This design comes from an exercise in tuning for small area on the open sky130 flow, not from production work.
Power and IR drop assume default switching activity.

## vector_unit_top
module vector_unit_top (
    input  logic                  clk_i,
    input  logic                  rst_n_i,
    input  logic                  wb_cyc_i,
    input  logic                  wb_stb_i,
    input  logic                  wb_we_i,
    input  logic [5-1:0] wb_adr_i,
    input  logic [32-1:0] wb_dat_i,
    input  logic [3:0]            wb_sel_i,
    output logic [32-1:0] wb_dat_o,
    output logic                  wb_ack_o
);
    logic [31:0] opa_q, opb_q, res_q;
    logic [3:0]  op_q;
    logic [1:0]  es_q;
    logic [3:0]  cl_q;
    logic        e8r_q;
    logic        a_vld, b_vld, c_vld, r_vld;
    logic req, a_opa, a_opb, a_ctrl, a_res, a_stat;
    assign req    = wb_cyc_i && wb_stb_i && !wb_ack_o;
    assign a_opa  = (wb_adr_i == 5'h00);
    assign a_opb  = (wb_adr_i == 5'h04);
    assign a_ctrl = (wb_adr_i == 5'h08);
    assign a_res  = (wb_adr_i == 5'h0C);
    assign a_stat = (wb_adr_i == 5'h10);
    logic [31:0] z, res_d;
    logic        run, pass2_q;
    logic        wr_opa, wr_opb, wr_ctrl;
    assign wr_opa  = wb_ack_o && wb_we_i && a_opa;
    assign wr_opb  = wb_ack_o && wb_we_i && a_opb;
    assign wr_ctrl = req && wb_we_i && a_ctrl;
    assign run     = wb_ack_o && wb_we_i && a_ctrl && !(op_q[3] && op_q[2]);
    always_ff @(posedge clk_i or negedge rst_n_i) begin
        if (!rst_n_i) begin
            wb_ack_o    <= 1'b0;
            a_vld       <= 1'b0;
            b_vld       <= 1'b0;
            c_vld       <= 1'b0;
            r_vld       <= 1'b0;
            opb_q[4:0]  <= '0;
        end else begin
            wb_ack_o <= req;
            if (wr_opa)  a_vld <= 1'b1;
            if (wr_opb)  b_vld <= 1'b1;
  ...
For scale: about 940 cells after synthesis, about 120 flip-flops, ~8100 µm² of cells after synthesis.
Settings: LEC_CHECK=0, CAP_MARGIN=20, CORE_MARGIN=2, CORE_UTILIZATION=50, CTS_BUF_LIST=sky130_fd_sc_hd__clkbuf_4 sky130_fd_sc_hd__clkbuf_8, CTS_CLUSTER_DIAMETER=100, CTS_CLUSTER_SIZE=40, PLACE_DENSITY=0.7, SLEW_MARGIN=20; clock period 5.0 ns.
standard.sh (not shown) runs the stock make flow with config.mk's settings and CLKGATE_MAP_FILE= SYNTH_SCRIPT=/design/flow/synth_recipe.tcl, a recipe that flattens the netlist after the stock synthesis.
==> flow/flow/run.sh <==
#!/bin/bash
# Layout flow: the standard ORFS flow, with three changes in how the
# layout is made:
#  - synthesis maps the logic with the ABC script in flow/abc.script (the
#    rest of the synthesis script is ORFS's own, unchanged);
#  - the port buffers are sky130_fd_sc_hd__buf_1 cells;
#  - extra make variables from flow/make_args.txt, one per line.
# Each tool's full output goes to a log file in this folder.
set -euo pipefail
HERE=$PWD
FLOWDIR=$HERE/flow

# Synthesis script: the standard flow's, sourcing ORFS's synth.tcl with the ABC script
# swapped for ours
sed "/source \$::env(SCRIPTS_DIR)\/synth_preamble.tcl/a set abc_args [lreplace \$abc_args 1 1 $FLOWDIR/abc.script]" \
    "$FLOW_HOME/scripts/synth.tcl" > "$HERE/synth_own.tcl"
sed "s|source \$::env(SCRIPTS_DIR)/synth.tcl|source $HERE/synth_own.tcl|" \
    "$HERE/synth_recipe.tcl" > "$HERE/synth_recipe_own.tcl"
grep -q "synth_own.tcl" "$HERE/synth_recipe_own.tcl"
grep -q "abc.script" "$HERE/synth_own.tcl"

args=(SYNTH_SCRIPT="$HERE/synth_recipe_own.tcl"
      "BUFFER_PORTS_ARGS=-buffer_cell sky130_fd_sc_hd__buf_1")
if [[ -f "$FLOWDIR/make_args.txt" ]]; then
    while IFS= read -r line; do
        [[ -n "$line" ]] && args+=("$line")
    done < "$FLOWDIR/make_args.txt"
fi
bash "$HERE/standard.sh" "${args[@]}" finish > "$HERE/standard.log" 2>&1
==> flow/flow/abc.script <==
strash
dch -f
amap -F 3
topo
stime -c
==> flow/flow/make_args.txt <==
ADDER_MAP_FILE=
CTS_ARGS=-sink_clustering_enable -repair_clock_nets -sink_clustering_size 40 -sink_clustering_max_diameter 100 -buf_list {sky130_fd_sc_hd__clkbuf_4 sky130_fd_sc_hd__clkbuf_8} -dont_use_dummy_load
The baseline finished with timing, DRC and antenna clean.
==> next run, changes <==
--- a/flow/design.v
+++ b/flow/design.v
@@ -217,13 +217,13 @@
     always_comb begin
         for (int j = 0; j < 4; j++) begin
             cin[j] = subx_q || (rnd && fl_q[j]);
         end
     end
     logic [7:0] p8 [4], g8 [4];
-    logic [3:0] bci, bco;
+    logic [3:0] bci, bco, bov;
     always_comb begin
         bci[0] = cin[0];
         bci[1] = e8 ? cin[1] : bco[0];
         bci[2] = cin[2];
         bci[3] = e8 ? cin[3] : bco[2];
     end
@@ -248,28 +248,21 @@
         assign c[5] = g[4] | (p[4] & c[4]);
         assign c[6] = g54 | (p54 & c[4]);
         assign c[7] = g[6] | (p[6] & c[6]);
         assign c[8] = g70 | (p70 & c[0]);
         assign sum[8*j +: 8] = p ^ c[7:0];
         assign bco[j] = c[8];
-    end
-    logic [3:0] amsb, bmsb, smsb, clamp_b, top_b;
+        assign bov[j] = c[7] ^ c[8];
+    end
+    logic [3:0] lov, clamp_b, top_b;
     always_comb begin
         for (int j = 0; j < 4; j++) begin
             top_b[j] = e8 || (j % 2 == 1);
-            if (j % 2 == 1) begin
-                amsb[j] = res_q[8*j+7];
-                bmsb[j] = bb[8*j+7];
-                smsb[j] = sum[8*j+7];
-            end else begin
-                amsb[j] = e8 ? res_q[8*j+7]  : res_q[8*j+15];
-                bmsb[j] = e8 ? bb[8*j+7]  : bb[8*j+15];
-                smsb[j] = e8 ? sum[8*j+7] : sum[8*j+15];
-            end
-            clamp_b[j] = (satadd && (amsb[j] == bmsb[j]) && (smsb[j] != amsb[j])) ||
-                         (sat && fl_q[j]);
+            if (j % 2 == 1) lov[j] = bov[j];
+            else            lov[j] = e8 ? bov[j] : bov[j+1];
+            clamp_b[j] = (satadd && lov[j]) || (sat && fl_q[j]);
         end
         for (int i = 0; i < 32; i++) begin
             if ((i % 8 == 7) && top_b[i/8] && sat && fl_q[i/8])
                 res_d[i] = !lsign[i/8];
             else
                 res_d[i] = sum[i];
Synthesized area is about the same.
Setup slack loses 0.030 ns.
Total power goes up by 1.1%.
Cell area goes up by 1.1%.
Cell count goes up by 0.62%.
Die area is about the same.
Sequential power barely changes.
Global-route usage stays flat.
Clock power goes up by about 3%.
Wire length goes down by 0.42%.
Via count is about the same.
Synthesized cell count stays the same.
Combinational power goes up by about 2%.
Non-clock buffer count goes up by 8.
No run of this note included a check of the RTL's function; only the layout flow was run.

-- what the ideal ports hide --
The flow's constraints put no driver on any port. The routed layouts listed below were extracted and timed again, unchanged, in two steps. Step 1 assumes that a clkbuf_16 drives the clock port and a buf_2 every other input. Step 2 also shifts input and output timing later by t, the mid clock arrival at the registers, as if the neighbouring blocks saw the same clock. a / b / c = ideal ports / drivers / drivers and shift; a / b = the first two.
| run | shift t [ns] | slack for setup (ns) | worst hold slack (ns) |
|---|---|---|---|
| the first run | 0.475 | 0.566 / 0.566 / 0.566 | 0.470 / 0.470 / 0.470 |
| the second run | 0.501 | 0.535 / 0.535 / 0.535 | 0.463 / 0.463 / 0.463 |
After both steps every run listed still meets setup and hold.
